This design comes from an exercise in tuning for small area and a short achievable clock period on the open sky130 flow, not from production work.
Only simulation tests tie the RTL to the original design; equivalence was not proved.
Power figures rest on the tool's default switching activity, not on a simulated workload.

## JK
## decodeStage
module decodeStage (
	input logic CLK,
	input logic RESET,
	input logic FREEZE,
	input logic BUBBLE,
	input logic [31:0] instr,
	input logic [31:0] pc,
	input logic [31:0] r2Input,
	input logic wbEnable,
	input logic [4:0] wbAddr,
	input logic [31:0] wbData,
	output logic [31:0] exOpA,
	output logic [31:0] exOpB,
	output logic [31:0] exRtData,
	output logic [4:0] exWriteReg,
	output logic [4:0] exRsAddr,
	output logic [4:0] exRtAddr,
	output logic [4:0] exShamt,
	output logic [31:0] exImm,
	output logic [5:0] exAluOp,
	output logic exAluSrc,
	output logic exMemRead,
	output logic exMemWrite,
	output logic exMemToReg,
	output logic exDoWriteback,
	output logic exTakenBranch,
	output logic sysCall,
	output logic illegalInstr,
	output logic [31:0] nextPc,
	output logic takenBranch,
	output logic [31:0] r2Value
);
clock: 8.0 ns
lec_check: 0
cap_margin: 20
core_margin: 2
core_utilization: 45
setup_slack_margin: 0.3
slew_margin: 20
synth_hierarchical: 1
standard.sh (not shown) runs the stock make flow with config.mk's settings and CLKGATE_MAP_FILE= SYNTH_SCRIPT=/design/flow/synth_recipe.tcl, a recipe that flattens the netlist after the stock synthesis.
==> flow/flow/run.sh <==
#!/bin/bash
set -euo pipefail
CTS="-sink_clustering_enable -repair_clock_nets -dont_use_dummy_load"
CTS="$CTS -buf_list {sky130_fd_sc_hd__clkbuf_16} -sink_clustering_size 20 -sink_clustering_max_diameter 90"
ARGS=("BUFFER_PORTS_ARGS=-buffer_cell sky130_fd_sc_hd__buf_1" "CTS_ARGS=$CTS")
bash standard.sh "${ARGS[@]}" synth floorplan place > standard_place.log 2>&1
bash standard.sh "${ARGS[@]}" SETUP_SLACK_MARGIN=1.0 cts > standard_cts.log 2>&1
bash standard.sh "${ARGS[@]}" finish > standard.log 2>&1
Input-level comparison between MS and JK:
-- flow/flow/run.sh --
<<< JK, line 6
bash standard.sh "${ARGS[@]}" synth floorplan place > standard_place.log 2>&1
bash standard.sh "${ARGS[@]}" SETUP_SLACK_MARGIN=1.0 cts > standard_cts.log 2>&1
bash standard.sh "${ARGS[@]}" finish > standard.log 2>&1
>>> MS, line 6
bash standard.sh "${ARGS[@]}" synth floorplan place > standard_place.log 2>&1
bash standard.sh "${ARGS[@]}" SETUP_SLACK_MARGIN=1.5 cts > standard_cts.log 2>&1
bash standard.sh "${ARGS[@]}" finish > standard.log 2>&1
JK -> MS: multi-input logic portion of the cell area flat. JK -> MS: met3 global-route usage flat. MS vs JK — post-route cell area climbed slightly. Final worst-path cycle share ended up 1.3 points higher on MS than on JK. MS did not stop at any stage, and its layout met the timing, DRC and antenna checks. Compared with JK, MS instantiates a larger number of cells. Per the comparison of MS with JK, minimum setup slack among reg-to-reg paths down 0.03 ns, final critical-path required period up 0.10 ns.
Relative to MS, the following input files were edited for AL:
Settings: an added GPL_ROUTABILITY_DRIVEN of 0.
==> flow/flow/run.sh <==
#!/bin/bash
set -euo pipefail
CTS="-sink_clustering_enable -repair_clock_nets -dont_use_dummy_load"
CTS="$CTS -buf_list {sky130_fd_sc_hd__clkbuf_16} -sink_clustering_size 25 -sink_clustering_max_diameter 105"
ARGS=("BUFFER_PORTS_ARGS=-buffer_cell sky130_fd_sc_hd__buf_1" "CTS_ARGS=$CTS")
bash standard.sh "${ARGS[@]}" synth floorplan place > standard_place.log 2>&1
bash standard.sh "${ARGS[@]}" SETUP_SLACK_MARGIN=1.0 cts > standard_cts.log 2>&1
bash standard.sh "${ARGS[@]}" finish > standard.log 2>&1
Results
AL: no failed stages, no open violations at the end
AL vs MS: reported leakage power down by a few percent
Delta (AL minus MS): cell area dropped about 2%; routed length per instance dropped 2.6%; via count dropped 808; wire length of the first global-routing pass dropped 7900 um; count of buffers added by post-CTS timing repair for setup dropped 23.
Compared MS against AL; combinational power share within noise.
Going from MS to AL, the data-path buffer share of cell area in the final layout was found to have gone down by 0.83 points.
AL has number of gates resized after cts below what MS had.
--- input diff AL..TR ---
Settings: removing GPL_ROUTABILITY_DRIVEN (formerly 0).
### Flow results
- Between AL and TR, the fraction of area in clock buffers and inverters does not differ in any meaningful way.
- Cell with the largest stage delay on the worst path: nor4_4 -> AL, nand4_1 -> TR
- Diff AL -> TR: routed wire length climbed about 2.6%; delay of the slowest cell on the worst path dropped 0.14 ns; layout buffer count excluding clock buffers climbed 27; power of the combinational group barely changed; number of global-route vias before repair climbed 312.
- Summary of the comparison: global-route usage is higher in TR, relative to AL.
- Diff AL and TR: global-route wire length before repair lower in AL
- Tightest hold margin of TR is on par with AL.
- Total inserted antenna cells: TR vs AL up 5

* * *

decodeStage again, from the RTL that the note above started with.
Settings: LEC_CHECK=0, CAP_MARGIN=20, CORE_MARGIN=2, CORE_UTILIZATION=45, SETUP_SLACK_MARGIN=0.3, SLEW_MARGIN=20, SYNTH_HIERARCHICAL=1; clock period 8.0 ns.
==> flow/flow/run.sh <==
#!/bin/bash
# Standard layout with two changes to how it is built:
#  - ports are buffered with buf_1 cells (repair upsizes them where timing needs it)
#    instead of the delay-cell buffer buffer_ports picks by default
#  - clock tree with larger leaf clusters and no dummy loads
set -euo pipefail
CTS="-sink_clustering_enable -repair_clock_nets -dont_use_dummy_load"
CTS="$CTS -buf_list {sky130_fd_sc_hd__clkbuf_16} -sink_clustering_size 20 -sink_clustering_max_diameter 90"
bash standard.sh \
	"BUFFER_PORTS_ARGS=-buffer_cell sky130_fd_sc_hd__buf_1" \
	"CTS_ARGS=$CTS" \
	finish > standard.log 2>&1
Then changed:
==> flow/flow/run.sh (replaced) <==
#!/bin/bash
set -euo pipefail
CTS="-sink_clustering_enable -repair_clock_nets -dont_use_dummy_load"
CTS="$CTS -buf_list {sky130_fd_sc_hd__clkbuf_16} -sink_clustering_size 20 -sink_clustering_max_diameter 90"
ARGS=("BUFFER_PORTS_ARGS=-buffer_cell sky130_fd_sc_hd__buf_1" "CTS_ARGS=$CTS")
bash standard.sh "${ARGS[@]}" synth floorplan place > standard_place.log 2>&1
bash standard.sh "${ARGS[@]}" SETUP_SLACK_MARGIN=1.0 cts > standard_cts.log 2>&1
bash standard.sh "${ARGS[@]}" finish > standard.log 2>&1
Settings changed: CORE_UTILIZATION 45 to 55.
Outcome: The new run passed the timing, DRC and antenna checks; first-iteration DRC count increases by 7.7%; cell area increases by 2.7%; total power increases by 0.63%; routed wire length increases by 6.2%; global-route usage increases by 10 points; area after synthesis is unchanged; non-clock buffer count increases by 74; fmax increases by 7.0%; sequential power stays flat; register-to-register slack is better by 240 ps.

==> separate check: timing with driven ports <==
No port has a modelled driver above. Below, the same layouts with a new extraction and two added sets of constraints. Step 1 (the two cells are an assumption about what drives the block):
set clk [get_ports {CLK}]
set_driving_cell -lib_cell sky130_fd_sc_hd__clkbuf_16 $clk
set_driving_cell -lib_cell sky130_fd_sc_hd__buf_2 [delete_from_list [all_inputs] $clk]
Step 2 times the ports against the registers' clock, not the clock port: input delays grow and output delays shrink by t, the midpoint of the rising clock arrivals with the driver on. a / b / c = ideal ports / drivers / drivers and shift; a / b = the first two.
run | shift t [ns] | setup slack, ns | worst setup path after step 2
JK | 0.714 | 0.742 / 0.676 / 0.676 | input to output
MS | 0.714 | 0.638 / 0.543 / 0.543 | input to output
AL | 0.751 | 0.499 / 0.446 / 0.446 | input to output
TR | 0.762 | 0.700 / 0.630 / 0.630 | input to output
the first run of note 2 | 0.716 | 0.164 / 0.082 / 0.082 | input to output
the second run of note 2 | 0.695 | 0.673 / 0.597 / 0.597 | input to output
After both steps every run listed still meets setup and hold. The setup slack of MS, which loses most, moves by -0.095 ns with the drivers and by -0.095 ns with both steps.
